This design comes from an exercise in tuning for small area on the open sky130 flow, not from production work.
In this exercise RTL edits were held to simulation tests only and were not proved equivalent to the original.
Power figures rest on the tool's default switching activity, not on a simulated workload.

--- flow/design.v ---
`default_nettype none
package eegp_pkg;
  localparam int BAND_W   = 24;
  localparam int CFG_IDX_W = 4;
  localparam int Q_DEPTH  = 2;
  localparam logic [7:0] QUALITY_DEFAULT = 8'd200;
  localparam logic [7:0] RAW_ROW_LEN     = 8'd2;
  localparam logic [7:0] BAND_ROW_LEN    = 8'd24;
  localparam logic [7:0] SYNC_FIRST_RST  = 8'd170;
  localparam logic [7:0] SYNC_SECOND_RST = 8'd170;
  localparam logic [6:0] CODE_QUAL_RST   = 7'd2;
  localparam logic [6:0] CODE_ATTN_RST   = 7'd4;
  localparam logic [6:0] CODE_MED_RST    = 7'd5;
  localparam logic [7:0] CODE_RAW_RST    = 8'd128;
  localparam logic [7:0] CODE_BAND_RST   = 8'd131;
  localparam logic [7:0] MAX_PAYLOAD_RST = 8'd169;
  localparam logic [CFG_IDX_W-1:0] REG_SYNC_FIRST  = 4'd0;
  localparam logic [CFG_IDX_W-1:0] REG_SYNC_SECOND = 4'd1;
  localparam logic [CFG_IDX_W-1:0] REG_CODE_QUAL   = 4'd2;
  localparam logic [CFG_IDX_W-1:0] REG_CODE_ATTN   = 4'd3;
  localparam logic [CFG_IDX_W-1:0] REG_CODE_MED    = 4'd4;
  localparam logic [CFG_IDX_W-1:0] REG_CODE_RAW    = 4'd5;
  localparam logic [CFG_IDX_W-1:0] REG_CODE_BAND   = 4'd6;
  localparam logic [CFG_IDX_W-1:0] REG_MAX_PAYLOAD = 4'd7;
  localparam logic [3:0] KIND_QUALITY    = 4'd0;
  localparam logic [3:0] KIND_ATTENTION  = 4'd1;
  localparam logic [3:0] KIND_MEDITATION = 4'd2;
  localparam logic [3:0] KIND_RAW        = 4'd3;
  localparam logic [3:0] KIND_BAND0      = 4'd4;
  typedef struct packed {
    logic [7:0]  quality;
    logic [7:0]  attention;
    logic [7:0]  meditation;
    logic [15:0] raw;
    logic        raw_seen;
    logic        band_seen;
  } snap_t;
  localparam int SNAP_W = 42;   
endpackage
`default_nettype wire
`default_nettype none
import eegp_pkg::*;
module eeg_packet_parser #(
  parameter int BAND_COUNT = 8
) (
  input  wire logic                 clk,
  input  wire logic                 rst,
  input  wire logic                 cfg_valid,
  output logic                      cfg_ready,
  input  wire logic [CFG_IDX_W-1:0] cfg_index,
  input  wire logic [7:0]           cfg_data,
  input  wire logic                 push,
  output logic                      full,
  input  wire logic [7:0]           rx_byte,
  input  wire logic                 pop,
  output logic                      empty,
  output logic [3:0]                value_kind,
  output logic signed [24:0]        value_data,
  output logic                      last_value
);
  localparam logic [2:0] F_SYNC1 = 3'd0, F_SYNC2 = 3'd1, F_LEN = 3'd2, F_PAY = 3'd3, F_CHK = 3'd4;
  localparam logic [1:0] R_CODE = 2'd0, R_LEN = 2'd1, R_SINGLE = 2'd2, R_DATA = 2'd3;
  localparam logic [1:0] C_NONE = 2'd0, C_Q = 2'd1, C_A = 2'd2, C_M = 2'd3;
  localparam logic [1:0] C_RAW = 2'd1, C_BAND = 2'd2;
  assign cfg_ready = 1'b1;
  logic [7:0] sync_first, sync_second, code_raw_wave, code_band_power, max_payload;
  logic [6:0] code_quality, code_attn, code_med;
  logic [7:0] cfg_one, cfg_zero;    
  logic [7:0] cfg_en;
  assign cfg_one  = cfg_data | {8{rst}};
  assign cfg_zero = cfg_data & {8{~rst}};
  always_comb begin
    for (int k = 0; k < 8; k++) cfg_en[k] = rst || (cfg_valid && cfg_index == 4'(k));
  end
  function automatic logic [7:0] cfg_d(input logic [7:0] rst_val);
    for (int b = 0; b < 8; b++) cfg_d[b] = rst_val[b] ? cfg_one[b] : cfg_zero[b];
  endfunction
  logic [7:0] d_qual, d_attn, d_med;
  assign d_qual = cfg_d({1'b0, CODE_QUAL_RST});
  assign d_attn = cfg_d({1'b0, CODE_ATTN_RST});
  assign d_med  = cfg_d({1'b0, CODE_MED_RST});
  always_ff @(posedge clk) begin
    if (cfg_en[REG_SYNC_FIRST])  sync_first      <= cfg_d(SYNC_FIRST_RST);
    if (cfg_en[REG_SYNC_SECOND]) sync_second     <= cfg_d(SYNC_SECOND_RST);
    if (cfg_en[REG_CODE_QUAL])   code_quality    <= d_qual[6:0];
    if (cfg_en[REG_CODE_ATTN])   code_attn       <= d_attn[6:0];
    if (cfg_en[REG_CODE_MED])    code_med        <= d_med[6:0];
    if (cfg_en[REG_CODE_RAW])    code_raw_wave   <= cfg_d(CODE_RAW_RST);
    if (cfg_en[REG_CODE_BAND])   code_band_power <= cfg_d(CODE_BAND_RST);
    if (cfg_en[REG_MAX_PAYLOAD]) max_payload     <= cfg_d(MAX_PAYLOAD_RST);
  end
  logic [2:0]  frame_phase;
  logic [1:0]  row_phase, row_class;
  logic [7:0]  pay_rem, row_rem, checksum_sum;
  logic        q_full, q_push;
  logic [1:0]  q_count;
  logic        wr_ptr, rd_ptr;
  logic        accept, in_pay, in_data, band_row, last_row_byte;
  logic        pay_ge2, pay_ge3;
  assign full          = (frame_phase == F_CHK) && q_full;
  assign accept        = push && !full;
  assign in_pay        = accept && (frame_phase == F_PAY);
  assign in_data       = in_pay && (row_phase == R_DATA);
  assign band_row      = (row_class == C_BAND);
  assign last_row_byte = (row_rem == 8'd1);
  assign pay_ge2       = (pay_rem != 8'd1);
  assign pay_ge3       = pay_ge2 && (pay_rem != 8'd2);
  assign q_push        = accept && (frame_phase == F_CHK) && match_a;
  logic [7:0] cmp_a, cmp_b;
  logic       match_a, match_b, match_c;
  always_comb begin
    case (frame_phase)
      F_SYNC1: cmp_a = sync_first;
      F_SYNC2: cmp_a = sync_second;
      F_PAY:   cmp_a = rx_byte[7] ? code_raw_wave : {1'b0, code_quality};
      default: cmp_a = ~checksum_sum;
    endcase
  end
  assign cmp_b   = rx_byte[7] ? code_band_power : {1'b0, code_attn};
  assign match_a = (rx_byte == cmp_a);
  assign match_b = (rx_byte == cmp_b);
  assign match_c = (rx_byte == {1'b0, code_med});
  always_ff @(posedge clk) begin
    if (rst) begin
      frame_phase <= F_SYNC1;
    end else if (accept) begin
      case (frame_phase)
        F_SYNC1: if (match_a) frame_phase <= F_SYNC2;
        F_SYNC2: frame_phase <= match_a ? F_LEN : F_SYNC1;
        F_LEN: begin
          if (rx_byte > max_payload) frame_phase <= F_SYNC1;
          else frame_phase <= (rx_byte == 8'd0) ? F_CHK : F_PAY;
        end
        F_PAY: if (pay_rem == 8'd1) frame_phase <= F_CHK;
        default: frame_phase <= F_SYNC1;
      endcase
    end
  end
  always_ff @(posedge clk) begin
    if (accept && frame_phase == F_LEN) begin
      pay_rem      <= rx_byte;
      checksum_sum <= '0;
      row_phase    <= R_CODE;
    end else if (in_pay) begin
      pay_rem      <= pay_rem - 8'd1;
      checksum_sum <= checksum_sum + rx_byte;
      case (row_phase)
        R_CODE: begin
          row_phase <= rx_byte[7] ? R_LEN : R_SINGLE;
          if (match_a) row_class <= C_Q;
          else if (match_b) row_class <= C_A;
          else if (match_c) row_class <= C_M;
          else row_class <= C_NONE;
        end
        R_SINGLE: row_phase <= R_CODE;
        R_LEN: begin
          row_rem   <= rx_byte;
          row_phase <= (rx_byte == 8'd0) ? R_CODE : R_DATA;
          if ((row_class == C_RAW && rx_byte != RAW_ROW_LEN) ||
              (row_class == C_BAND && rx_byte != BAND_ROW_LEN)) row_class <= C_NONE;
        end
        default: begin
          row_rem <= row_rem - 8'd1;
          if (last_row_byte) row_phase <= R_CODE;
        end
      endcase
    end
  end
  logic [7:0]  p_quality, p_attention, p_meditation;
  logic [15:0] p_raw;
  logic        p_raw_seen, p_band_seen;
  logic [BAND_W-1:0] p_band [BAND_COUNT];
  always_ff @(posedge clk) begin
    if (accept && frame_phase == F_LEN) begin
      p_quality    <= QUALITY_DEFAULT;
      p_attention  <= '0;
      p_meditation <= '0;
      p_raw_seen   <= 1'b0;
      p_band_seen  <= 1'b0;
    end else if (in_pay) begin
      if (row_phase == R_SINGLE) begin
        if (row_class == C_Q) p_quality    <= rx_byte;
        if (row_class == C_A) p_attention  <= rx_byte;
        if (row_class == C_M) p_meditation <= rx_byte;
      end
      if (row_phase == R_DATA && row_class == C_RAW && last_row_byte) p_raw_seen <= 1'b1;
      if (row_phase == R_DATA && band_row && last_row_byte) p_band_seen <= 1'b1;
    end
  end
  always_ff @(posedge clk) begin
    if (in_data && row_class == C_RAW && row_rem[1:0] == 2'd2 && pay_ge2) p_raw[15:8] <= rx_byte;
    if (in_data && row_class == C_RAW && last_row_byte) p_raw[7:0] <= rx_byte;
  end
  for (genvar g = 0; g < BAND_COUNT; g++) begin : g_band
    always_ff @(posedge clk) begin
      if (in_data && band_row && row_rem[4:0] == 5'(24 - 3 * g) && pay_ge3) p_band[g][23:16] <= rx_byte;
      if (in_data && band_row && row_rem[4:0] == 5'(23 - 3 * g) && pay_ge2) p_band[g][15:8]  <= rx_byte;
      if (in_data && band_row && row_rem[4:0] == 5'(22 - 3 * g))            p_band[g][7:0]   <= rx_byte;
    end
  end
  logic [7:0]  e_quality [2], e_attention [2], e_meditation [2];
  logic [15:0] e_raw [2];
  logic        e_raw_seen [2], e_band_seen [2];
  logic [BAND_W-1:0] e_band [2][BAND_COUNT];
  logic        rd_en;
  assign q_full = q_count[1];
  assign empty  = (q_count == 2'd0);
  for (genvar e = 0; e < 2; e++) begin : g_entry
    always_ff @(posedge clk) begin
      if (q_push && wr_ptr == 1'(e)) begin
        e_quality[e]    <= p_quality;
        e_attention[e]  <= p_attention;
        e_meditation[e] <= p_meditation;
        e_raw[e]        <= p_raw;
        e_raw_seen[e]   <= p_raw_seen;
        e_band_seen[e]  <= p_band_seen;
        for (int i = 0; i < BAND_COUNT; i++) e_band[e][i] <= p_band[i];
      end
    end
  end
  always_ff @(posedge clk) begin
    if (rst) begin
      wr_ptr  <= 1'b0;
      rd_ptr  <= 1'b0;
      q_count <= '0;
    end else begin
      if (q_push) wr_ptr <= ~wr_ptr;
      if (rd_en) rd_ptr <= ~rd_ptr;
      if (q_push && !rd_en) q_count <= q_count + 2'd1;
      else if (rd_en && !q_push) q_count <= q_count - 2'd1;
    end
  end
  logic [3:0] kind;
  logic       h_raw_seen, h_band_seen;
  logic [15:0] h_raw;
  logic       take;
  assign value_kind  = kind;
  assign h_raw_seen  = e_raw_seen[rd_ptr];
  assign h_band_seen = e_band_seen[rd_ptr];
  assign h_raw       = e_raw[rd_ptr];
  assign take        = pop && !empty;
  logic [1:0]  hsel;
  logic [11:0] ksel;
  assign hsel = {rd_ptr, ~rd_ptr};
  always_comb begin
    for (int k = 0; k < 12; k++) ksel[k] = (kind == 4'(k));
  end
  always_comb begin
    value_data = '0;
    for (int e = 0; e < 2; e++) begin
      value_data |= {25{hsel[e] & ksel[0]}} & {17'd0, e_quality[e]};
      value_data |= {25{hsel[e] & ksel[1]}} & {17'd0, e_attention[e]};
      value_data |= {25{hsel[e] & ksel[2]}} & {17'd0, e_meditation[e]};
      value_data |= {25{hsel[e] & ksel[3]}} & {{9{e_raw[e][15]}}, e_raw[e]};
      for (int i = 0; i < BAND_COUNT; i++)
        value_data |= {25{hsel[e] & ksel[4+i]}} & {1'b0, e_band[e][i]};
    end
  end
  assign last_value = (kind == 4'd11) ||
                      (kind == KIND_RAW && !h_band_seen) ||
                      (kind == KIND_MEDITATION && !h_raw_seen && !h_band_seen);
  assign rd_en = take && last_value;
  always_ff @(posedge clk) begin
    if (rst) begin
      kind <= KIND_QUALITY;
    end else if (take) begin
      if (last_value) kind <= KIND_QUALITY;
      else if (kind == KIND_MEDITATION) kind <= h_raw_seen ? KIND_RAW : KIND_BAND0;
      else kind <= kind + 4'd1;
    end
  end
endmodule
`default_nettype wire
--- flow/run.sh ---
#!/bin/bash
# synth_recipe.tcl (not shown) runs the flow's synth.tcl, then flattens the netlist and writes it again
# the make line also repeats each setting of config.mk as NAME=value (left out here)
make -C /OpenROAD-flow-scripts/flow DESIGN_CONFIG=/design/flow/config.mk WORK_HOME=/design/flow/orfs CLKGATE_MAP_FILE= SYNTH_SCRIPT=/design/flow/synth_recipe.tcl finish
--- flow/config.mk ---
export PLATFORM = sky130hd
export DESIGN_NAME = eeg_packet_parser
export DESIGN_NICKNAME = eeg_packet_parser
export VERILOG_FILES = /design/flow/design.v
export SDC_FILE = /design/flow/constraint.sdc
export NUM_CORES = 4
export LEC_CHECK = 0
export CAP_MARGIN = 20
export CORE_MARGIN = 2
export CORE_UTILIZATION = 45
export CTS_BUF_LIST = sky130_fd_sc_hd__clkbuf_16
export CTS_CLUSTER_DIAMETER = 60
export CTS_CLUSTER_SIZE = 25
export PLACE_DENSITY = 0.6
export SLEW_MARGIN = 20
--- flow/constraint.sdc ---
create_clock -name core_clock -period 7.0 [get_ports {clk}]
set_input_delay 1.4000 -clock core_clock [delete_from_list [all_inputs] [get_ports {clk}]]
set_output_delay 1.4000 -clock core_clock [all_outputs]
set_load 0.01 [all_outputs]
==> results of run 1 <==
sequential cells by signal (all words and copies together) (netlist names), 16 cells and up:
register      flops
p_band          192
e_band          384
e_attention      16
e_quality        16
e_raw            32
p_raw            16
e_meditation     16
area by class of cell:
cell class                      instances  area [um^2]  share of cell area, %
Clock inverter                         35          333                   1.02
Sequential cell                       802        23600                   72.3
Inverter                               33          124                  0.379
Timing Repair Buffer                   91          833                   2.55
Multi-Input combinational cell        772         5510                   16.9
Clock buffer                           48         1200                   3.68
Tap cell                              855         1070                   3.27
metal layers:
metal	GRT usage (%)	vias up	part of all wire, %
met2	35.4	554	49
met3	2.88	69	6.0
met1	29.3	8078	43
met4	4.49	0	1.7
li1	-	6859	-
met5	0	-	0
power breakdown:
group	total [mW]	internal (mW)	switching [mW]	leakage (nW)
clock	2.97	1.36	1.62	0.765
combinational	0.154	0.0516	0.102	2.42
sequential	5.23	5.22	0.00989	7.25
per-stage QoR:
| stage | util (%) | hold slack, ns |
|---|---|---|
| 2_1_floorplan | - | 0.421 |
| 3_3_place_gp | 48.2 | 0.422 |
| 3_5_place_dp | 48.2 | 0.429 |
| 4_1_cts | 50.6 | 0.414 |
| 5_1_grt | 50.6 | 0.435 |
| 6_report | 50.6 | 0.419 |
kinds of logic (layout without fill, tap and decap cells):
logic type | count (synthesis) | count (layout) | share of synthesized area, %
flops | 802 | 802 | 80.1
simple gates | 332 | 332 | 5.83
compound gates | 321 | 321 | 8.38
buf+inv | 110 | 207 | 1.57
mux | 48 | 48 | 1.66
xor+xnor | 41 | 41 | 1.22
fa+ha+maj | 29 | 29 | 1.26
other cells | 1 | 1 | 0.0127
cells in the final DEF, fill, tap and decap left out, drive strengths merged, types with 4 or more instances in the layout:
cell type | synthesis | final
a22oi | 93 | 93
clkinvlp | 0 | 4
nor2 | 87 | 87
a21o | 7 | 7
mux2 | 6 | 6
xor2 | 23 | 23
edfxtp | 755 | 755
xnor2 | 18 | 18
a21oi | 31 | 31
inv | 33 | 53
ha | 28 | 28
clkdlybuf4s50 | 0 | 48
o221ai | 5 | 5
nand2 | 56 | 56
nand2b | 13 | 13
and2 | 4 | 4
a22o | 33 | 33
dfxtp | 47 | 47
buf | 21 | 43
nor3 | 32 | 32
a2bb2oi | 6 | 6
o22ai | 5 | 5
a221oi | 42 | 42
nand3 | 22 | 22
nand4 | 32 | 32
a211oi | 5 | 5
clkbuf | 56 | 48
nor2b | 18 | 18
a222oi | 35 | 35
mux2i | 42 | 42
a31o | 4 | 4
and3 | 39 | 39
clkinv | 0 | 10
or2 | 6 | 6
nor4 | 6 | 6
o21ai | 31 | 31
or3 | 5 | 5
worst min-delay path by stage:
stage	slack (ns)	from	endpoint
finish	0.42	p_band[4][4]	e_band[4][4]
global route	0.44	p_raw[6]	e_raw[0][6]
CTS	0.41	p_band[4][4]	e_band[4][4]
detailed placement	0.43	p_band[0][18]	e_band[8][18]
global placement	0.42	p_band[0][6]	e_band[0][6]
floorplan	0.42	p_band[0][0]	e_band[0][0]
==> impl_metrics.ini, run 1 <==
[timing]
fin_crit_sh_pct = 79.5
drv_slew = 0
setup-tns-final_ns = 0
worstMarginPinSlew_ns = 1.12
max_freq_mhz = 180
hold_violations = 0
finalSetupViolations = 0
fin_crit_ns = 5.57
max_slew_margin_pct = 24.8
rsz0062_at_grt = no
setup_ws_ns = 1.43
clock_skew_ns = 0.0431

[floorplanning]
die-area_mm2 = 0.0676
coreArea_mm2 = 0.0646
die_h_um = 260
io_pins = 58
start_util_pct = 45.7
die_w_um = 260
num_rows = 93

[detailed_routing]
ant_nets = 0
routed-via-count = 15600
wl_per_cell_um = 26.9
vias_per_cell = 5.90
first_iter_violations = 1886
remaining_drc_errors = 0
firstDrtPassIters = 6
routed_wl_um = 71000

[clock_network]
post_cts_resized = 0
cts_setup_buffers = 0
cts-root-buf = clkbuf_16
clockBufferDepth = 3
clkLatencyLatePin_ns = 0.62
htree_levels = 2
cts_tree = built
ctsHoldBuffers = 0
cts_made_buffers = 47
cts_sinks = 802
path_clk_slew_ns = 0.09

[placement]
place_area_mm2 = 0.0311
placedCellCount = 2553
place_congestion = 0.818
dp.final_hpwl_um = 42700
io_buffers = 56
place_ws_ns = 1.63

[logic_synthesis]
synth_seq_cells = 802
synth_area_leaders = edfxtp_1 77%, dfxtp_1 3.2%, a22oi_1 2.4%
synth_top_cell_by_area = edfxtp_1
avgSynthCellArea_um2 = 17.5
yosysUniqueCellTypes = 69
synth_top_area_share_pct = 76.9
synth_most_common_cell = edfxtp_1
synth_edf_count = 755
ys_warn_count = 9
synth-seq-area-share_pct = 80.1
synth.cell_area_mm2 = 0.0295
synth_commonest_cells = 755 x edfxtp_1, 93 x a22oi_1, 84 x nor2_1
synthFlopType = edfxtp_1
syn_nets = 1738
synthArstFlopShare_pct = 0
netlist_instances = 1684

[critical_path]
cp.depth = 7
critPathMaxFanout = 21
required_ns = 5.60
cpLargestDelayFamily = simple AND/OR/NAND/NOR gates
crit_path_end_kind = output port
r2r_end = e_band[10][17]
ff2ff_path_depth = 8
crit_path_start = kind[2]
r2r-start = frame_phase[2]
path_cells = nand2b_1, nor2_4, a222oi_1, nand4_1, nor3_1, nand4_1, clkdlybuf4s50_1
crit_type = reg -> out
crit_arrival_ns = 4.17
slowest_stage = dfxtp_1
cpPeakStageDelay_ns = 0.67
critPathLaunchType = register
path_buf_inv = 1
critPathMostFrequentCell = nand4_1
reg2reg_slack_ns = 3.16
crit_path_end = value_data[0]

[power_and_ir_drop]
fin_total_pwr_mw = 8.36
p_leak_nw = 10.4
peakVddDrop_mv = 0.212
power.density_mw_per_mm2 = 256

[grt]
grt_pass1_vias = 15300
antenna_found_initial = 0
grt_usage_pct = 21.0
grt-ovfl-total = 0
grt_max_degree = 93
grt_pass1_wl_um = 103000

[run]
drv_cap = 0

[layout]
stdcell_count = 2636
area_growth_pct = 10.8
num_antenna_cells = 0
nets = 1801
fin_area_mm2 = 0.0327
drive_above_1_share_pct = 9.32
num-fill-cells = 5278

[run_status]
status = no timing/DRC/antenna violations

[min_path]
hold_path.class = reg -> reg
whs_path_depth = 0
==> run 2, diff against run 1 <==
--- a/flow/config.mk
+++ b/flow/config.mk
@@ -7,9 +7,9 @@
 export LEC_CHECK = 0
 export CAP_MARGIN = 20
 export CORE_MARGIN = 2
-export CORE_UTILIZATION = 45
+export CORE_UTILIZATION = 70
 export CTS_BUF_LIST = sky130_fd_sc_hd__clkbuf_16
 export CTS_CLUSTER_DIAMETER = 60
-export CTS_CLUSTER_SIZE = 25
-export PLACE_DENSITY = 0.6
+export CTS_CLUSTER_SIZE = 28
+export PLACE_DENSITY = 0.8
 export SLEW_MARGIN = 20
==> impl_metrics.ini, run 2 <==
[layout]
nets = 1796
register_area_mm2 = 0.0236
reg_top3 = e_band x384, p_band x192, e_raw x32
num-fill-cells = 2224
largest-register = e_band
largest_register_ffs = 384
fin_area_mm2 = 0.0320
multiInputGateArea_mm2 = 0.00547
layout_common_cells = 755 x edfxtp_1, 93 x a22oi_1, 75 x nor2_1
area_growth_pct = 8.70
mostFrequentLayoutCell = edfxtp_1
num_antenna_cells = 0
drive_above_1_share_pct = 8.31

[grt]
antenna_found_initial = 2
grt_max_degree = 75
grt_pass1_wl_um = 100000
grt_pass1_vias = 15900
grt-ovfl-total = 0
grt_usage_pct = 32.0

[clock_network]
cts_sinks = 802
cts_tree = built
cts_made_buffers = 40
htree_levels = 2
clockBufferDepth = 3
clkLatencyLatePin_ns = 0.59
post_cts_resized = 0
cts-root-buf = clkbuf_16
ctsHoldBuffers = 0
cts_setup_buffers = 0
path_clk_slew_ns = 0.10

[logic_synthesis]
synth_commonest_cells = 755 x edfxtp_1, 93 x a22oi_1, 84 x nor2_1
netlist_instances = 1684
synth_top_area_share_pct = 76.9
synth_area_leaders = edfxtp_1 77%, dfxtp_1 3.2%, a22oi_1 2.4%
synthArstFlopShare_pct = 0
synth_most_common_cell = edfxtp_1
ys_warn_count = 9
synth.cell_area_mm2 = 0.0295
synth_seq_cells = 802
synth_top_cell_by_area = edfxtp_1
avgSynthCellArea_um2 = 17.5
synth-seq-area-share_pct = 80.1
synthFlopType = edfxtp_1
yosysUniqueCellTypes = 69
syn_nets = 1738
synth_edf_count = 755

[critical_path]
crit_path_end_kind = output port
reg2reg_slack_ns = 3.06
critPathMaxFanout = 24
ff2ff_path_depth = 8
r2r_end = e_band[3][19]
required_ns = 5.60
r2r-start = frame_phase[0]
crit_arrival_ns = 4.03
crit_type = reg -> out
critPathLaunchType = register

[power_and_ir_drop]
p_leak_nw = 10.3
power.density_mw_per_mm2 = 251
fin_total_pwr_mw = 8.05
peakVddDrop_mv = 0.187

[timing]
max_slew_margin_pct = 21.4
hold_ws_ns = 0.433
fin_crit_sh_pct = 77.5
max_freq_mhz = 184
worstMarginPinSlew_ns = 1.18
rsz0062_at_grt = no
drv_slew = 0
setup-tns-final_ns = 0
fin_crit_ns = 5.43
finalSetupViolations = 0
clock_skew_ns = 0.0284
hold_violations = 0
setup_ws_ns = 1.57

[placement]
place_congestion = 0.860
io_buffers = 56
place_ws_ns = 1.75
place_area_mm2 = 0.0308
dp.final_hpwl_um = 41800

[detailed_routing]
routed_wl_um = 69200
remaining_drc_errors = 0
wl_per_cell_um = 30.0
vias_per_cell = 6.98
ant_nets = 0
routed-via-count = 16100
first_iter_violations = 2817
firstDrtPassIters = 9

[min_path]
whs_path_depth = 0
hold_end = e_raw[0][2]
hp-start = p_raw[2]
hold_path.class = reg -> reg

[floorplanning]
num_rows = 75
die-area_mm2 = 0.0438
die_h_um = 209
start_util_pct = 70.6
io_pins = 58
coreArea_mm2 = 0.0418
die_w_um = 209

[run_status]
status = no timing/DRC/antenna violations

[run]
drv_cap = 0
-- run 2: cell counts after synthesis --
No cell type changed its count.
-- run 2: stage by stage --
stage,instances,util [%]
after CTS,2308,76.7
after detailed placement,2239,73.6
after global placement,2239,73.6
final,2308,76.7
after floorplan,1684,-
after global routing,2308,76.7
-- run 2: layer usage --
layer | wire [um] | vias to the layer above | GRT usage (%)
li1 | - | 6848 | -
met1 | 24100 | 8001 | 40.6
met2 | 34300 | 1047 | 54.1
met3 | 7130 | 211 | 5.91
met4 | 3630 | 0 | 15.2
met5 | 0 | - | 0
-- run 2: logic make-up (layout without fill, tap and decap cells) --
logic type / count (synthesis) / after routing / share of synthesized area, %
flip-flops: 802 / 802 / 80.1
AND/OR/NAND/NOR: 332 / 332 / 5.83
AO/OA/AOI/OAI: 321 / 321 / 8.38
buffers and inverters: 110 / 195 / 1.57
multiplexers: 48 / 48 / 1.66
XOR/XNOR: 41 / 41 / 1.22
adder cells (fa/ha/maj): 29 / 29 / 1.26
other: 1 / 1 / 0.0127
-- run 2: area by class of cell --
type                    count  share of cell area [%]
clock inverters            28                   0.851
well taps                 539                    2.10
multi-input cells         772                    17.1
inverters                  33                   0.386
repair buffers             93                    2.72
clock buffers              41                    3.20
flip-flops and latches    802                    73.7
-- run 2: worst max-delay path by stage --
stage	startpoint	end	slack (ns)	cells past startpoint
after floorplan	rx_byte[7]	e_attention[1][0]	1.07	7
after detailed placement	rx_byte[7]	e_band[3][23]	1.75	10
after CTS	kind[0]	value_data[6]	1.67	9
after global placement	rx_byte[7]	e_band[3][23]	1.88	10
final	kind[0]	value_data[6]	1.57	9
after global routing	kind[0]	value_data[0]	1.38	9
-- run 2: power breakdown --
group / total, mW / internal [mW] / switching [mW]
logic: 0.153 / 0.0513 / 0.102
registers: 5.23 / 5.22 / 0.00960
clock network: 2.67 / 1.17 / 1.50
total: 8.05 / 6.44 / 1.61
-- run 2: critical path, cell delays in order, from the launching register on --
cell,delay [ns]
dfxtp_1,0.45
inv_1,0.12
ha_1,0.29
nand2b_1,0.34
nor2_4,0.29
a22oi_1,0.35
nand2_1,0.11
nor3_1,0.70
nand4_1,0.25
clkdlybuf4s50_1,0.53
==> run 3, diff against run 2 <==
--- a/flow/config.mk
+++ b/flow/config.mk
@@ -7,9 +7,9 @@
 export LEC_CHECK = 0
 export CAP_MARGIN = 20
 export CORE_MARGIN = 2
-export CORE_UTILIZATION = 70
+export CORE_UTILIZATION = 60
 export CTS_BUF_LIST = sky130_fd_sc_hd__clkbuf_16
-export CTS_CLUSTER_DIAMETER = 60
-export CTS_CLUSTER_SIZE = 28
-export PLACE_DENSITY = 0.8
+export CTS_CLUSTER_DIAMETER = 70
+export CTS_CLUSTER_SIZE = 30
+export PLACE_DENSITY = 0.7
 export SLEW_MARGIN = 20
==> impl_metrics.ini, run 3 <==
[floorplanning]
die-area_mm2 = 0.0509
io_pins = 58
die_h_um = 226
coreArea_mm2 = 0.0487
die_w_um = 226
start_util_pct = 60.5
num_rows = 81

[timing]
max_slew_margin_pct = 25.8
hold_violations = 0
rsz0062_at_grt = no
finalSetupViolations = 0
fin_crit_ns = 5.56
drv_slew = 0
max_freq_mhz = 180
fin_crit_sh_pct = 79.5
setup-tns-final_ns = 0
clock_skew_ns = 0.0225
worstMarginPinSlew_ns = 1.11

[clock_network]
cts_made_buffers = 37
post_cts_resized = 0
ctsHoldBuffers = 0
htree_levels = 2
clkLatencyLatePin_ns = 0.60
cts-root-buf = clkbuf_16
clockBufferDepth = 3
cts_tree = built
path_clk_slew_ns = 0.10
cts_setup_buffers = 0
cts_sinks = 802

[layout]
postLayoutCoreUtil_pct = 65.9
num-fill-cells = 3240
nets = 1793
drive_above_1_share_pct = 8.34
largest_register_ffs = 384
largest-register = e_band
mostFrequentLayoutCell = edfxtp_1
layout_common_cells = 755 x edfxtp_1, 93 x a22oi_1, 75 x nor2_1
area_growth_pct = 9.02
register_area_mm2 = 0.0236
reg_top3 = e_band x384, p_band x192, e_raw x32
multiInputGateArea_mm2 = 0.00548

[logic_synthesis]
synth_commonest_cells = 755 x edfxtp_1, 93 x a22oi_1, 84 x nor2_1
synthArstFlopShare_pct = 0
netlist_instances = 1684
synth_seq_cells = 802
avgSynthCellArea_um2 = 17.5
ys_warn_count = 9
synth_top_cell_by_area = edfxtp_1
syn_nets = 1738
yosysUniqueCellTypes = 69
synth_top_area_share_pct = 76.9
synth-seq-area-share_pct = 80.1
synth_edf_count = 755
synthFlopType = edfxtp_1
synth.cell_area_mm2 = 0.0295
synth_area_leaders = edfxtp_1 77%, dfxtp_1 3.2%, a22oi_1 2.4%
synth_most_common_cell = edfxtp_1

[placement]
place_congestion = 0.907
io_buffers = 56
dp.final_hpwl_um = 42700

[grt]
antenna_found_initial = 0
grt_usage_pct = 27.4
grt_pass1_wl_um = 99000
grt_pass1_vias = 15400
grt_max_degree = 79
grt-ovfl-total = 0

[power_and_ir_drop]
peakVddDrop_mv = 0.157
p_leak_nw = 10.3
power.density_mw_per_mm2 = 250

[min_path]
hold_path.class = reg -> reg

[critical_path]
slowest_stage = a211oi_1
crit_type = reg -> out
crit_arrival_ns = 4.16
critPathLaunchType = register
required_ns = 5.60
crit_path_end_kind = output port
path_cells = nand2b_1, nor2_2, a221oi_1, nand3_1, a211oi_1, nand3_1, clkdlybuf4s50_1
cpPeakStageDelay_ns = 0.72
path_buf_inv = 1
critPathMaxFanout = 19
critPathMostFrequentCell = nand3_1
cpLargestDelayFamily = simple AND/OR/NAND/NOR gates

[run]
drv_cap = 0

[detailed_routing]
routed_wl_um = 69400
wl_per_cell_um = 28.6
first_iter_violations = 1882
firstDrtPassIters = 8
routed-via-count = 15700
ant_nets = 0
vias_per_cell = 6.46
remaining_drc_errors = 0

[run_status]
status = no timing/DRC/antenna violations
-- run 3: cell counts after synthesis --
No cell type changed its count.
-- run 3: where the power goes --
part,switching (mW),leakage (nW),total (mW),internal (mW)
logic,0.104,2.43,0.155,0.0514
registers,0.00933,7.25,5.23,5.22
clock network,1.49,0.619,2.64,1.15
-- run 3: cell type report --
class                      instances  share of cell area [%]
clock buffer                      39                    3.04
timing repair buffer              93                    2.64
multi-input combinational        772                    17.0
antenna                            1                 0.00779
inverter                          33                   0.385
sequential                       802                    73.5
clock inverter                    23                   0.841
tap                              664                    2.58
-- run 3: worst paths after layout --
kind                  start        endpoint  slack [ns]  depth (start not counted)
max                 kind[2]  value_data[19]        1.44                          7
min            p_band[1][2]    e_band[1][2]        0.44                          0
max reg2reg  frame_phase[2]   e_band[3][18]        3.12                          8
min reg2reg    p_band[1][2]    e_band[1][2]        0.44                          0
-- run 3: routing by layer --
metal  vias to the layer above  track usage [%]  part of all wire [%]
met1                      7947             36.2                    39
met4                         0             11.8                   4.3
li1                       6843                -                     -
met5                         -                0                     0
met2                       750             45.5                    49
met3                       129             4.44                   7.8
-- run 3: per-stage QoR --
step | setup WS (ns) | hold slack, ns | instance area [um^2] | instances | power, mW
2_1_floorplan | 1.07 | 0.421 | 29500 | 1684 | 5.42
3_3_place_gp | 1.85 | 0.422 | 30900 | 2364 | 5.49
3_5_place_dp | 1.77 | 0.429 | 30900 | 2364 | 5.49
4_1_cts | 1.36 | 0.442 | 32100 | 2426 | 8.05
5_1_grt | 1.41 | 0.451 | 32100 | 2426 | 8.21
6_report | 1.44 | 0.441 | 32100 | 2427 | 8.02
-- run 3: cell families (layout without fill, tap and decap cells) --
group	Yosys count	after routing	synth area share [%]
flip-flops	802	802	80.1
AND/OR/NAND/NOR	332	332	5.83
AO/OA/AOI/OAI	321	321	8.38
buffers and inverters	110	188	1.57
multiplexers	48	48	1.66
XOR/XNOR	41	41	1.22
adder cells (fa/ha/maj)	29	29	1.26
other	1	2	0.0127
==> run 4, diff against run 3 <==
==> flow/flow/run.sh (new file) <==
#!/bin/bash
# Own layout flow: the standard ORFS flow (standard.sh), with a leaner
# clock tree (no dummy loads, larger sink clusters of clkbuf_16) and
# single-drive buffers on the ports. Make's output goes to flow_make.log here;
# each ORFS step keeps its own log under orfs/logs/.
set -euo pipefail
cd "$(dirname "$0")/.."
CTS="-sink_clustering_enable -repair_clock_nets -dont_use_dummy_load"
CTS="$CTS -buf_list sky130_fd_sc_hd__clkbuf_16 -sink_clustering_size 30 -sink_clustering_max_diameter 70"
bash standard.sh "CTS_ARGS=$CTS" "BUFFER_PORTS_ARGS=-buffer_cell sky130_fd_sc_hd__buf_1" finish > flow_make.log 2>&1
==> flow/standard.sh (new file) <==
#!/bin/bash
# synth_recipe.tcl (not shown) runs the flow's synth.tcl, then flattens the netlist and writes it again
# the make line also repeats each setting of config.mk as NAME=value (left out here)
make -C /OpenROAD-flow-scripts/flow DESIGN_CONFIG=/design/flow/config.mk WORK_HOME=/design/flow/orfs CLKGATE_MAP_FILE= SYNTH_SCRIPT=/design/flow/synth_recipe.tcl "${@:-finish}"
--- a/flow/config.mk
+++ b/flow/config.mk
@@ -8,8 +8,5 @@
 export CAP_MARGIN = 20
 export CORE_MARGIN = 2
 export CORE_UTILIZATION = 60
-export CTS_BUF_LIST = sky130_fd_sc_hd__clkbuf_16
-export CTS_CLUSTER_DIAMETER = 70
-export CTS_CLUSTER_SIZE = 30
 export PLACE_DENSITY = 0.7
 export SLEW_MARGIN = 20
removed: flow/run.sh
==> impl_metrics.ini, run 4 <==
[run_status]
status = no timing/DRC/antenna violations

[logic_synthesis]
ys_warn_count = 9
synthFlopType = edfxtp_1
synth-seq-area-share_pct = 80.1
synth_top_cell_by_area = edfxtp_1
syn_nets = 1738
avgSynthCellArea_um2 = 17.5
synth_commonest_cells = 755 x edfxtp_1, 93 x a22oi_1, 84 x nor2_1
synth.cell_area_mm2 = 0.0295
yosysUniqueCellTypes = 69
synth_edf_count = 755
synthArstFlopShare_pct = 0
synth_seq_cells = 802
synth_top_area_share_pct = 76.9
synth_area_leaders = edfxtp_1 77%, dfxtp_1 3.2%, a22oi_1 2.4%
netlist_instances = 1684
synth_most_common_cell = edfxtp_1

[floorplanning]
coreArea_mm2 = 0.0487
die_h_um = 226
die_w_um = 226
num_rows = 81
start_util_pct = 60.5
io_pins = 58
die-area_mm2 = 0.0509

[power_and_ir_drop]
peakVddDrop_mv = 0.204
p_leak_nw = 9.99
swShare_pct = 18.6
power_frac_clock_pct = 29.4
p_int_mw = 6.19
power.density_mw_per_mm2 = 242
p_seq_share_pct = 68.7
fin_total_pwr_mw = 7.61
p_switching_mw = 1.42
p_comb_share_pct = 1.9

[placement]
dp.final_hpwl_um = 41400
place_area_mm2 = 0.0306
place_congestion = 0.896
io_buffers = 56

[clock_network]
post_cts_resized = 0
clockBufferDepth = 3
ctsHoldBuffers = 0
clkLatencyLatePin_ns = 0.61
cts_made_buffers = 36
path_clk_slew_ns = 0.10
cts_sinks = 802
cts_tree = built
htree_levels = 2
cts-root-buf = clkbuf_16
cts_setup_buffers = 0

[grt]
grt-ovfl-total = 0
grt_pass1_wl_um = 97500
antenna_found_initial = 0
grt_usage_pct = 27.0
grt_pass1_vias = 15200
grt_max_degree = 126

[timing]
max_slew_margin_pct = 25.1
finalSetupViolations = 0
max_freq_mhz = 199
worstMarginPinSlew_ns = 1.12
hold_violations = 0
clock_skew_ns = 0.0658
drv_slew = 0
fin_crit_ns = 5.02
fin_crit_sh_pct = 71.8
setup-tns-final_ns = 0
rsz0062_at_grt = no

[critical_path]
critPathLaunchType = register
crit_path_start = kind[0]
reg2reg_slack_ns = 3.24
ff2ff_path_depth = 8
critPathMaxFanout = 24
slowest_stage = nor3_1
r2r_end = e_band[15][13]
crit_path_end = value_data[0]
crit_arrival_ns = 3.62
path_cells = inv_1, ha_1, nand2b_1, nor2_4, a222oi_1, nand4_1, nor3_1, nand4_1, buf_1
critPathMostFrequentCell = nand4_1
crit_type = reg -> out
required_ns = 5.60
r2r-start = frame_phase[0]
cpPeakStageDelay_ns = 0.78
crit_path_end_kind = output port

[detailed_routing]
routed_wl_um = 67600
remaining_drc_errors = 0
routed-via-count = 15600
vias_per_cell = 6.49
ant_nets = 0
first_iter_violations = 2144
wl_per_cell_um = 28.2
firstDrtPassIters = 6

[layout]
nets = 1787
mostFrequentLayoutCell = edfxtp_1
num-fill-cells = 3316
largest-register = e_band
area_growth_pct = 6.71
largest_register_ffs = 384
num_antenna_cells = 0
drive_above_1_share_pct = 7.11
layout_common_cells = 755 x edfxtp_1, 93 x a22oi_1, 73 x nor2_1
reg_top3 = e_band x384, p_band x192, e_raw x32
fin_area_mm2 = 0.0315

[run]
drv_cap = 0

[min_path]
hold_path.class = reg -> reg
-- run 4: critical path: cells and delay by family (launching register included) --
kind,cells,cell delay (ns)
simple gates,5,1.72
buf+inv,2,0.30
fa+ha+maj,1,0.27
flops,1,0.43
compound gates,1,0.36
-- run 4: power groups by stage --
stage / Sequential, mW / Combinational, mW / Clock (mW)
detailed placement: 5.34 / 0.146 / 0
global placement: 5.34 / 0.142 / 0
global route: 5.23 / 0.161 / 2.42
CTS: 5.23 / 0.147 / 2.27
finish: 5.23 / 0.147 / 2.23
floorplan: 5.33 / 0.0815 / 0
-- run 4: final cells by class --
type                    instances  area (um^2)  share of cell area (%)
clock buffers                  36          901                    2.86
inverters                      33          124                   0.394
multi-input cells             772         5470                    17.4
flip-flops and latches        802        23600                    75.0
well taps                     664          831                    2.64
repair buffers                 88          523                    1.66
-- run 4: worst min path at each step --
stage	from	endpoint	slack, ns	cells after the start
floorplan	p_band[0][0]	e_band[0][0]	0.42	0
global placement	p_band[5][19]	e_band[13][19]	0.42	0
detailed placement	p_band[0][15]	e_band[0][15]	0.43	0
CTS	p_band[4][8]	e_band[4][8]	0.40	0
global route	p_band[4][8]	e_band[4][8]	0.41	0
finish	p_band[4][8]	e_band[4][8]	0.41	0
-- run 4: cell families (layout without fill, tap and decap cells) --
family	Yosys count	in the layout	share of synthesized area [%]
compound gates	321	321	8.38
xor+xnor	41	41	1.22
fa+ha+maj	29	29	1.26
buf+inv	110	157	1.57
flops	802	802	80.1
mux	48	48	1.66
other cells	1	1	0.0127
simple gates	332	332	5.83
-- run 4: through the flow --
stage / utilization [%] / hold slack [ns] / std cells / setup slack, ns
floorplan: - / 0.421 / 1684 / 1.07
global placement: 62.7 / 0.423 / 2359 / 1.91
detailed placement: 62.7 / 0.429 / 2359 / 1.88
CTS: 64.5 / 0.401 / 2395 / 1.99
global route: 64.5 / 0.414 / 2395 / 1.83
finish: 64.5 / 0.405 / 2395 / 1.98
-- run 4: metal layers --
| layer | vias up | global-route usage (%) | routed length [um] |
|---|---|---|---|
| met2 | 769 | 44.4 | 33000 |
| met1 | 7879 | 36.3 | 25800 |
| met3 | 128 | 2.86 | 5370 |
| li1 | 6776 | - | - |
| met4 | 0 | 13.5 | 3430 |
| met5 | - | 0 | 0 |
==> run 5, diff against run 4 <==
--- a/flow/design.v
+++ b/flow/design.v
@@ -201,11 +201,25 @@
   logic [7:0]  e_quality [2], e_attention [2], e_meditation [2];
   logic [15:0] e_raw [2];
   logic        e_raw_seen [2], e_band_seen [2];
-  logic [BAND_W-1:0] e_band [2][BAND_COUNT];
+  logic [BAND_W-1:0] ring [2][BAND_COUNT];
+  logic [2:0]  ring_base [2];    
+  logic [2:0]  phase;            
+  logic [2:0]  xfer_idx;         
+  logic        xfer_ent;         
+  logic        xfer_go;
+  logic [1:0]  ring_ins;
+  logic [BAND_W-1:0] xfer_word;
   logic        rd_en;
-  assign q_full = q_count[1];
-  assign empty  = (q_count == 2'd0);
+  assign q_full  = q_count[1];
+  assign empty   = (q_count == 2'd0);
+  assign xfer_go = q_push && p_band_seen;
+  always_comb begin
+    xfer_word = '0;
+    for (int i = 0; i < BAND_COUNT; i++)
+      xfer_word |= {BAND_W{xfer_idx == 3'(i)}} & p_band[i];
+  end
   for (genvar e = 0; e < 2; e++) begin : g_entry
+    assign ring_ins[e] = (xfer_go && wr_ptr == 1'(e)) || (xfer_idx != 3'd0 && xfer_ent == 1'(e));
     always_ff @(posedge clk) begin
       if (q_push && wr_ptr == 1'(e)) begin
         e_quality[e]    <= p_quality;
@@ -214,9 +228,26 @@
         e_raw[e]        <= p_raw;
         e_raw_seen[e]   <= p_raw_seen;
         e_band_seen[e]  <= p_band_seen;
-        for (int i = 0; i < BAND_COUNT; i++) e_band[e][i] <= p_band[i];
+        ring_base[e]    <= phase + 3'd1;
       end
     end
+    always_ff @(posedge clk) begin
+      ring[e][0] <= ring_ins[e] ? xfer_word : ring[e][BAND_COUNT-1];
+      for (int i = 1; i < BAND_COUNT; i++) ring[e][i] <= ring[e][i-1];
+    end
+  end
+  always_ff @(posedge clk) begin
+    if (rst) begin
+      phase    <= '0;
+      xfer_idx <= '0;
+    end else begin
+      phase <= phase + 3'd1;
+      if (xfer_go) xfer_idx <= 3'd1;
+      else if (xfer_idx != 3'd0) xfer_idx <= xfer_idx + 3'd1;
+    end
+  end
+  always_ff @(posedge clk) begin
+    if (xfer_go) xfer_ent <= wr_ptr;
   end
   always_ff @(posedge clk) begin
     if (rst) begin
@@ -234,16 +265,23 @@
   logic       h_raw_seen, h_band_seen;
   logic [15:0] h_raw;
   logic       take;
+  logic [2:0] band_idx, band_place;
   assign value_kind  = kind;
   assign h_raw_seen  = e_raw_seen[rd_ptr];
   assign h_band_seen = e_band_seen[rd_ptr];
   assign h_raw       = e_raw[rd_ptr];
   assign take        = pop && !empty;
+  assign band_idx    = {~kind[2], kind[1:0]};
+  assign band_place  = phase - ring_base[rd_ptr] - band_idx;
   logic [1:0]  hsel;
-  logic [11:0] ksel;
-  assign hsel = {rd_ptr, ~rd_ptr};
-  always_comb begin
-    for (int k = 0; k < 12; k++) ksel[k] = (kind == 4'(k));
+  logic [3:0]  ksel;
+  logic        kband;
+  logic [BAND_COUNT-1:0] psel;
+  assign hsel  = {rd_ptr, ~rd_ptr};
+  assign kband = kind[3] || kind[2];
+  always_comb begin
+    for (int k = 0; k < 4; k++) ksel[k] = (kind == 4'(k));
+    for (int i = 0; i < BAND_COUNT; i++) psel[i] = kband && (band_place == 3'(i));
   end
   always_comb begin
     value_data = '0;
@@ -253,7 +291,7 @@
       value_data |= {25{hsel[e] & ksel[2]}} & {17'd0, e_meditation[e]};
       value_data |= {25{hsel[e] & ksel[3]}} & {{9{e_raw[e][15]}}, e_raw[e]};
       for (int i = 0; i < BAND_COUNT; i++)
-        value_data |= {25{hsel[e] & ksel[4+i]}} & {1'b0, e_band[e][i]};
+        value_data |= {25{hsel[e] & psel[i]}} & {1'b0, ring[e][i]};
     end
   end
   assign last_value = (kind == 4'd11) ||
--- a/flow/config.mk
+++ b/flow/config.mk
@@ -5,8 +5,8 @@
 export SDC_FILE = /design/flow/constraint.sdc
 export NUM_CORES = 4
 export LEC_CHECK = 0
-export CAP_MARGIN = 20
+export CAP_MARGIN = 0
 export CORE_MARGIN = 2
 export CORE_UTILIZATION = 60
 export PLACE_DENSITY = 0.7
-export SLEW_MARGIN = 20
+export SLEW_MARGIN = 0
==> impl_metrics.ini, run 5 <==
[layout]
nets = 2182
layout_common_cells = 436 x dfxtp_1, 378 x edfxtp_1, 162 x nand2_1
postLayoutCoreUtil_pct = 64.6
drive_above_1_share_pct = 9.46
stdcell_count = 2730
reg_top3 = ring x384, p_band x192, e_raw x32
mostFrequentLayoutCell = dfxtp_1
area_growth_pct = 6.65
largest_register_ffs = 384
fin_area_mm2 = 0.0308
largest-register = ring

[clock_network]
post_cts_resized = 0
cts_tree = built
cts_made_buffers = 38
path_clk_slew_ns = 0.10
cts_setup_buffers = 0
clkLatencyLatePin_ns = 0.62
htree_levels = 2
ctsHoldBuffers = 0
cts-root-buf = clkbuf_16
cts_sinks = 815
clockBufferDepth = 3

[logic_synthesis]
synth_top_area_share_pct = 39.3
netlist_instances = 2088
synth_seq_cells = 815
synth-seq-area-share_pct = 69.7
synth_most_common_cell = dfxtp_1
synth_edf_count = 378
syn_nets = 2154
yosysUniqueCellTypes = 76
avgSynthCellArea_um2 = 13.8
synth_area_leaders = edfxtp_1 39%, dfxtp_1 30%, mux2i_1 2.9%
ys_warn_count = 10
synthArstFlopShare_pct = 0
synth.cell_area_mm2 = 0.0289
synth_top_cell_by_area = edfxtp_1
synth_commonest_cells = 437 x dfxtp_1, 378 x edfxtp_1, 162 x nand2_1
synthFlopType = dfxtp_1

[detailed_routing]
first_iter_violations = 1997
remaining_drc_errors = 0
vias_per_cell = 6.37
firstDrtPassIters = 7
routed-via-count = 17400
ant_nets = 0
routed_wl_um = 66300
wl_per_cell_um = 24.3

[critical_path]
crit_arrival_ns = 5.18
crit_path_end_kind = output port
critPathMaxFanout = 24
required_ns = 5.60
critPathLaunchType = register
crit_type = reg -> out

[grt]
grt_pass1_wl_um = 101000
grt_pass1_vias = 17100
met3_usage_pct = 4.00
grt_max_degree = 51
grt-ovfl-total = 0
top_usage_layer = met2
grt_usage_pct = 26.6
grt_util_met1_pct = 37.9
grt_use_met2_pct = 42.3
antenna_found_initial = 0

[power_and_ir_drop]
power_frac_clock_pct = 25.9
p_comb_share_pct = 7.6
p_switching_mw = 2.15
p_int_mw = 6.93
power.density_mw_per_mm2 = 295
swShare_pct = 23.6
fin_total_pwr_mw = 9.08
peakVddDrop_mv = 0.181
p_seq_share_pct = 66.4
p_leak_nw = 10.9

[floorplanning]
io_pins = 58
die_h_um = 223
num_rows = 80
start_util_pct = 60.6
die_w_um = 223
coreArea_mm2 = 0.0476
die-area_mm2 = 0.0499

[placement]
dp.final_hpwl_um = 41600
placedCellCount = 2691
place_congestion = 0.855
io_buffers = 56
place_area_mm2 = 0.0298
place_ws_ns = 1.14

[timing]
hold_ws_ns = 0.308
hold_violations = 0
fin_crit_ns = 6.58
setup_ws_ns = 0.416
finalSetupViolations = 0
rsz0062_at_grt = no
max_slew_margin_pct = 27.5
worstMarginPinSlew_ns = 1.08
setup-tns-final_ns = 0
fin_crit_sh_pct = 94.1
drv_slew = 0
clock_skew_ns = 0.0802
max_freq_mhz = 152

[min_path]
hold_path.class = reg -> reg

[run]
drv_cap = 0

[run_status]
status = no timing/DRC/antenna violations
run 5: changes by cell type in the layout (fill, tap and decap cells not counted), moves of 19 or more:
cell / delta
nand2_1: +106
mux2i_1: +41
a21oi_1: +50
buf_4: +19
a221o_1: +26
a221oi_1: -24
nor2_1: +29
dfxtp_1: +389
mux2_4: +40
edfxtp_1: -377
a222oi_1: +34
a22o_1: -26
o21ai_0: +24
run 5: cells by family after synthesis:
family	count (synthesis)	synth area share (%)
flip-flops	815	69.7
buffers and inverters	152	2.17
XOR/XNOR	47	1.67
multiplexers	147	6.01
AO/OA/AOI/OAI	443	11.5
other	1	0.0130
AND/OR/NAND/NOR	442	7.12
adder cells (fa/ha/maj)	41	1.86
run 5: critical path, cell delays in order, from the launching register on:
cell     delay (ns)
dfxtp_1        0.43
inv_1          0.14
fa_1           0.59
inv_1          0.06
ha_1           0.16
or2_2          0.31
fa_2           0.58
inv_1          0.13
or2_2          0.61
nor2_1         0.38
buf_4          0.32
a22oi_1        0.10
nand4_1        0.10
nor2_1         0.04
o21ai_0        0.43
buf_1          0.21
run 5: layer usage:
layer  vias to the layer above  part of all wire, %  routed length (um)
met5                         -                    0                   0
met4                         0                  3.3                2180
met3                       120                  6.8                4490
met2                       652                   46               30600
met1                      8702                   44               28900
li1                       7905                    -                   -
run 5: cell type report:
type,instances,area (um^2)
multi-input cells,1121,8220
repair buffers,103,586
diodes,1,2.50
clock buffers,38,951
inverters,37,139
well taps,615,769
flip-flops and latches,815,20100
fillers,3525,16900
run 5: power by group through the flow:
stage	Clock [mW]	Sequential, mW	Combinational, mW
2_1_floorplan	0	5.97	0.488
3_3_place_gp	0	6.09	0.675
3_5_place_dp	0	6.11	0.690
4_1_cts	2.38	6.02	0.694
5_1_grt	2.53	6.10	0.753
6_report	2.36	6.03	0.694
run 5: final timing paths:
check                  from  cells past startpoint                 to  slack [ns]
min            ring[14][16]                      0       ring[15][16]        0.31
max                 kind[0]                     15      value_data[2]        0.42
max reg2reg  frame_phase[0]                      8  e_attention[0][4]        3.49
min reg2reg    ring[14][16]                      0       ring[15][16]        0.31
==> run 6, diff against run 5 <==
--- a/flow/config.mk
+++ b/flow/config.mk
@@ -5,8 +5,8 @@
 export SDC_FILE = /design/flow/constraint.sdc
 export NUM_CORES = 4
 export LEC_CHECK = 0
-export CAP_MARGIN = 0
+export CAP_MARGIN = 20
 export CORE_MARGIN = 2
 export CORE_UTILIZATION = 60
 export PLACE_DENSITY = 0.7
-export SLEW_MARGIN = 0
+export SLEW_MARGIN = 20
==> impl_metrics.ini, run 6 <==
[logic_synthesis]
ys_warn_count = 10
netlist_instances = 2088
syn_nets = 2154
synthArstFlopShare_pct = 0
synth_seq_cells = 815
synth.cell_area_mm2 = 0.0289
synth-seq-area-share_pct = 69.7
synth_top_cell_by_area = edfxtp_1
yosysUniqueCellTypes = 76
synth_edf_count = 378
synthFlopType = dfxtp_1
synth_top_area_share_pct = 39.3
synth_most_common_cell = dfxtp_1
synth_area_leaders = edfxtp_1 39%, dfxtp_1 30%, mux2i_1 2.9%
synth_commonest_cells = 437 x dfxtp_1, 378 x edfxtp_1, 162 x nand2_1
avgSynthCellArea_um2 = 13.8

[detailed_routing]
routed-via-count = 17300
wl_per_cell_um = 24.3
firstDrtPassIters = 7
ant_nets = 0
remaining_drc_errors = 0
routed_wl_um = 66400
vias_per_cell = 6.35
first_iter_violations = 2038

[floorplanning]
io_pins = 58
num_rows = 80
die-area_mm2 = 0.0499
die_w_um = 223
die_h_um = 223
coreArea_mm2 = 0.0476
start_util_pct = 60.6

[power_and_ir_drop]
p_leak_nw = 10.9
power.density_mw_per_mm2 = 295
peakVddDrop_mv = 0.183

[placement]
dp.final_hpwl_um = 41600
placedCellCount = 2691
place_congestion = 0.855
place_ws_ns = 1.14
io_buffers = 56

[grt]
grt_usage_pct = 26.6
grt-ovfl-total = 0
grt_max_degree = 51
antenna_found_initial = 0
grt_pass1_vias = 17100
grt_pass1_wl_um = 101000

[layout]
stdcell_count = 2730
largest-register = ring
mostFrequentLayoutCell = dfxtp_1
nets = 2182
reg_top3 = ring x384, p_band x192, e_raw x32
num-fill-cells = 3522
largest_register_ffs = 384
multiInputGateArea_mm2 = 0.00823
area_growth_pct = 6.68
register_area_mm2 = 0.0201
drive_above_1_share_pct = 9.46
layout_common_cells = 436 x dfxtp_1, 378 x edfxtp_1, 162 x nand2_1

[clock_network]
cts_sinks = 815
path_clk_slew_ns = 0.10
post_cts_resized = 0
clockBufferDepth = 3
clkLatencyLatePin_ns = 0.62
ctsHoldBuffers = 0
cts_made_buffers = 38
cts-root-buf = clkbuf_16
htree_levels = 2
cts_tree = built
cts_setup_buffers = 0

[timing]
setup-tns-final_ns = 0
finalSetupViolations = 0
worstMarginPinSlew_ns = 1.04
drv_slew = 0
fin_crit_sh_pct = 93.9
max_freq_mhz = 152
setup_ws_ns = 0.425
hold_violations = 0
fin_crit_ns = 6.58
max_slew_margin_pct = 30.0
rsz0062_at_grt = no
clock_skew_ns = 0.0795

[critical_path]
critPathLaunchType = register
crit_type = reg -> out
required_ns = 5.60
critPathMaxFanout = 24
crit_arrival_ns = 5.18
crit_path_end_kind = output port

[run]
drv_cap = 0

[min_path]
hold_path.class = reg -> reg

[run_status]
status = no timing/DRC/antenna violations
[run 6: through the flow]
stage	utilization [%]	hold WS [ns]	instance area, um^2	power [mW]
detailed placement	62.6	0.336	29800	6.81
floorplan	-	0.323	28900	6.46
global placement	62.6	0.329	29800	6.77
CTS	64.6	0.313	30800	9.09
global route	64.6	0.317	30800	9.38
finish	64.6	0.309	30800	9.08
[run 6: cell type report]
class | instances | area share [%]
antenna | 1 | 0.00813
clock buffer | 38 | 3.09
inverter | 37 | 0.451
multi-input combinational | 1121 | 26.7
sequential | 815 | 65.3
tap | 615 | 2.50
timing repair buffer | 103 | 1.90
[run 6: kinds of logic (layout without fill, tap and decap cells)]
group / after synthesis / in the layout / synth area share, %
adders and majority gates: 41 / 41 / 1.86
other: 1 / 2 / 0.0130
AOI/OAI and AO/OA: 443 / 443 / 11.5
buffers and inverters: 152 / 178 / 2.17
xor gates and xnor gates: 47 / 47 / 1.67
muxes: 147 / 147 / 6.01
and+or+nand+nor: 442 / 442 / 7.12
DFF: 815 / 815 / 69.7
[run 6: path summary, 6_finish.rpt]
| path | start | to | slack, ns | cells past startpoint |
|---|---|---|---|---|
| worst max register to register | frame_phase[0] | e_quality[0][1] | 3.48 | 8 |
| worst min register to register | ring[14][16] | ring[15][16] | 0.31 | 0 |
| worst max-delay path | kind[0] | value_data[2] | 0.42 | 15 |
| worst min-delay path | ring[14][16] | ring[15][16] | 0.31 | 0 |
[run 6: critical path, cell delays in order (launching register included)]
cell and delay (ns):
dfxtp_1 0.43, inv_1 0.14, fa_1 0.59, inv_1 0.06, ha_1 0.16, or2_2 0.31
fa_2 0.58, inv_1 0.13, or2_2 0.61, nor2_1 0.38, buf_4 0.32, a22oi_1 0.10
nand4_1 0.10, nor2_1 0.04, o21ai_0 0.43, buf_1 0.21
[run 6: metal layers]
layer / vias up / share of wire [%] / GRT usage [%]
met1: 8714 / 44 / 37.9
met5: - / 0 / 0
met2: 600 / 47 / 42.3
met3: 111 / 6.6 / 4.00
met4: 0 / 3.2 / 9.29
li1: 7901 / - / -
[run 6: where the power goes]
group / internal, mW / total, mW / switching [mW]
Sequential: 5.66 / 6.03 / 0.377
Combinational: 0.302 / 0.695 / 0.394
Clock: 0.977 / 2.36 / 1.38
Total: 6.93 / 9.08 / 2.15
==> run 7, diff against run 6 <==
--- a/flow/design.v
+++ b/flow/design.v
@@ -58,7 +58,7 @@
   output logic signed [24:0]        value_data,
   output logic                      last_value
 );
-  localparam logic [2:0] F_SYNC1 = 3'd0, F_SYNC2 = 3'd1, F_LEN = 3'd2, F_PAY = 3'd3, F_CHK = 3'd4;
+  localparam logic [4:0] F_SYNC1 = 5'd1, F_SYNC2 = 5'd2, F_LEN = 5'd4, F_PAY = 5'd8, F_CHK = 5'd16;
   localparam logic [1:0] R_CODE = 2'd0, R_LEN = 2'd1, R_SINGLE = 2'd2, R_DATA = 2'd3;
   localparam logic [1:0] C_NONE = 2'd0, C_Q = 2'd1, C_A = 2'd2, C_M = 2'd3;
   localparam logic [1:0] C_RAW = 2'd1, C_BAND = 2'd2;
@@ -89,7 +89,7 @@
     if (cfg_en[REG_CODE_BAND])   code_band_power <= cfg_d(CODE_BAND_RST);
     if (cfg_en[REG_MAX_PAYLOAD]) max_payload     <= cfg_d(MAX_PAYLOAD_RST);
   end
-  logic [2:0]  frame_phase;
+  logic [4:0]  frame_phase;
   logic [1:0]  row_phase, row_class;
   logic [7:0]  pay_rem, row_rem, checksum_sum;
   logic        q_full, q_push;
@@ -228,7 +228,7 @@
         e_raw[e]        <= p_raw;
         e_raw_seen[e]   <= p_raw_seen;
         e_band_seen[e]  <= p_band_seen;
-        ring_base[e]    <= phase + 3'd1;
+        ring_base[e]    <= phase + 3'd5;
       end
     end
     always_ff @(posedge clk) begin
@@ -272,7 +272,7 @@
   assign h_raw       = e_raw[rd_ptr];
   assign take        = pop && !empty;
   assign band_idx    = {~kind[2], kind[1:0]};
-  assign band_place  = phase - ring_base[rd_ptr] - band_idx;
+  assign band_place  = phase - ring_base[rd_ptr] - kind[2:0];
   logic [1:0]  hsel;
   logic [3:0]  ksel;
   logic        kband;
==> impl_metrics.ini, run 7 <==
[run_status]
status = no timing/DRC/antenna violations

[timing]
clock_skew_ns = 0.0830
drv_slew = 0
setup-tns-final_ns = 0
fin_crit_sh_pct = 95.7
hold_violations = 0
hold_ws_ns = 0.316
worstMarginPinSlew_ns = 1.13
fin_crit_ns = 6.70
rsz0062_at_grt = no
max_freq_mhz = 149
max_slew_margin_pct = 24.5
finalSetupViolations = 0

[grt]
grt_max_degree = 49
grt_pass1_vias = 16500
grt_usage_pct = 26.5
grt_pass1_wl_um = 99800
antenna_found_initial = 0
grt-ovfl-total = 0

[layout]
layout_common_cells = 439 x dfxtp_1, 378 x edfxtp_1, 103 x a22oi_1
largest_register_ffs = 384
largest-register = ring
reg_top3 = ring x384, p_band x192, e_raw x32
drive_above_1_share_pct = 8.80
multiInputGateArea_mm2 = 0.00765
area_growth_pct = 6.76
num-fill-cells = 3376
mostFrequentLayoutCell = dfxtp_1
nets = 2035
num_antenna_cells = 0
register_area_mm2 = 0.0201

[power_and_ir_drop]
p_leak_nw = 11.0
peakVddDrop_mv = 0.290
p_int_mw = 6.90
p_comb_share_pct = 5.0
p_switching_mw = 2.03
swShare_pct = 22.7
fin_total_pwr_mw = 8.93
power.density_mw_per_mm2 = 296
p_seq_share_pct = 68.3
power_frac_clock_pct = 26.6

[logic_synthesis]
synthSimpleGateAreaFrac_pct = 6.64
synth_top_area_share_pct = 40.1
synth_top_family_by_area = compound AO/OA/AOI/OAI gates
synthArstFlopShare_pct = 0
synth_edf_count = 378
yosysUniqueCellTypes = 77
yosys.area_share.adder_pct = 1.89
synth.cell_area_mm2 = 0.0283
synth_top_cell_by_area = edfxtp_1
synthMuxAreaShare_pct = 4.89
synth_seq_cells = 817
syn_nets = 1996
netlist_instances = 1930
synth_xor_area_share_pct = 1.65
ys_warn_count = 10
synth-seq-area-share_pct = 71.2
synthFlopType = dfxtp_1
synth_compound_area_share_pct = 11.6
synth_area_leaders = edfxtp_1 40%, dfxtp_1 31%, a222oi_1 3.0%
synth_commonest_cells = 439 x dfxtp_1, 378 x edfxtp_1, 103 x a22oi_1
avgSynthCellArea_um2 = 14.7
synth_most_common_cell = dfxtp_1

[floorplanning]
coreArea_mm2 = 0.0466
num_rows = 79
io_pins = 58
die_w_um = 221
start_util_pct = 60.7
die-area_mm2 = 0.0489
die_h_um = 221

[clock_network]
htree_levels = 2
cts-root-buf = clkbuf_16
ctsHoldBuffers = 0
cts_setup_buffers = 0
post_cts_resized = 0
clockBufferDepth = 3
path_clk_slew_ns = 0.11
clkLatencyLatePin_ns = 0.59
cts_sinks = 817
cts_made_buffers = 39
cts_tree = built

[placement]
place_congestion = 0.835
io_buffers = 56
dp.final_hpwl_um = 41200

[detailed_routing]
routed-via-count = 16700
ant_nets = 0
firstDrtPassIters = 10
wl_per_cell_um = 25.6
remaining_drc_errors = 0
routed_wl_um = 65900
first_iter_violations = 2042
vias_per_cell = 6.50

[critical_path]
crit_arrival_ns = 5.30
required_ns = 5.60
critPathMaxFanout = 15
crit_type = reg -> out
crit_path_end_kind = output port
critPathLaunchType = register

[min_path]
hold_path.class = reg -> reg

[run]
drv_cap = 0
==> run 7: worst max-delay path: stages (launching register included) <==
cell and delay [ns]:
dfxtp_1 0.45, inv_1 0.13, fa_1 0.60, inv_1 0.05, ha_1 0.16, or2_2 0.32, fa_1 0.44, xnor2_1 0.31
xnor3_1 0.30, nand2_1 0.15, nor2_2 0.79, buf_4 0.34, a22o_1 0.15, a221oi_1 0.04, and3_1 0.23, nand3_1 0.08
buf_1 0.17
==> run 7: power groups by stage <==
stage	combinational, mW	clock (mW)	sequential [mW]
2_1_floorplan	0.326	0	6.03
3_3_place_gp	0.433	0	6.16
3_5_place_dp	0.447	0	6.18
4_1_cts	0.450	2.41	6.09
5_1_grt	0.486	2.57	6.17
6_report	0.450	2.38	6.10
==> run 7: metal layers <==
metal	global-route usage, %	part of all wire (%)
met5	0	0
met4	7.21	2.1
met3	3.64	6.5
met2	43.8	48
met1	37.2	43
==> run 7: path summary, 6_finish.rpt <==
path | startpoint | endpoint | slack (ns) | cells past startpoint
max | kind[0] | value_data[11] | 0.30 | 16
min | ring[3][5] | ring[4][5] | 0.32 | 0
max reg2reg | frame_phase[0] | ring_base[0][0] | 2.82 | 8
min reg2reg | ring[3][5] | ring[4][5] | 0.32 | 0
==> run 7: logic make-up (layout without fill, tap and decap cells) <==
kind of cell / after synthesis / count (layout)
buffers and inverters: 134 / 171
flip-flops: 817 / 817
AND/OR/NAND/NOR: 367 / 367
other: 1 / 1
multiplexers: 124 / 124
adder cells (fa/ha/maj): 41 / 41
AO/OA/AOI/OAI: 396 / 396
XOR/XNOR: 50 / 50
==> run 7: per-stage QoR <==
| stage | setup WS (ns) | std cells | instance area [um^2] | utilization (%) |
|---|---|---|---|---|
| 6_report | 0.303 | 2574 | 30200 | 64.8 |
| 5_1_grt | 0.0463 | 2574 | 30200 | 64.8 |
| 4_1_cts | 0.237 | 2574 | 30200 | 64.8 |
| 3_5_place_dp | 0.851 | 2535 | 29200 | 62.7 |
| 3_3_place_gp | 0.964 | 2535 | 29200 | 62.7 |
| 2_1_floorplan | 0.993 | 1930 | 28300 | - |
==> run 7: area by class of cell <==
cell class / instances / share of cell area (%)
repair buffers: 98 / 1.78
clock buffers: 39 / 3.23
flip-flops and latches: 817 / 66.7
multi-input cells: 979 / 25.3
inverters: 34 / 0.423
well taps: 607 / 2.52

## static timing again, ports no longer ideal
In the flow no input, the clock included, has a driving cell. The finished layouts below were timed again as built, in two steps.
Step 1 assumes that a clkbuf_16 drives the clock port and a buf_2 every other input.
Step 2 also shifts input and output timing later by t, the mid clock arrival at the registers, as if the neighbouring blocks saw the same clock.
a / b / c = no drivers / after step 1 / after step 2; a / b = the first two.
run	t, ns	slack for setup (ns)	hold WS [ns]	worst slew at a driven data input, ns
run 1	0.666	1.434 / 1.370 / 1.692	0.419 / 0.419 / 0.419	0.04
run 2	0.631	1.573 / 1.518 / 1.674	0.433 / 0.433 / 0.433	0.08
run 3	0.649	1.438 / 1.379 / 1.700	0.441 / 0.441 / 0.441	0.04
run 4	0.629	1.977 / 1.923 / 1.793	0.405 / 0.405 / 0.405	0.05
run 5	0.640	0.416 / 0.355 / 0.995	0.308 / 0.308 / 0.308	0.07
run 6	0.640	0.425 / 0.363 / 1.003	0.309 / 0.309 / 0.309	0.07
run 7	0.622	0.303 / 0.246 / 0.868	0.316 / 0.316 / 0.316	0.06
After both steps every run listed still meets setup and hold. The setup slack of run 4, which loses most, moves by -0.054 ns with the drivers and by -0.184 ns with both steps.
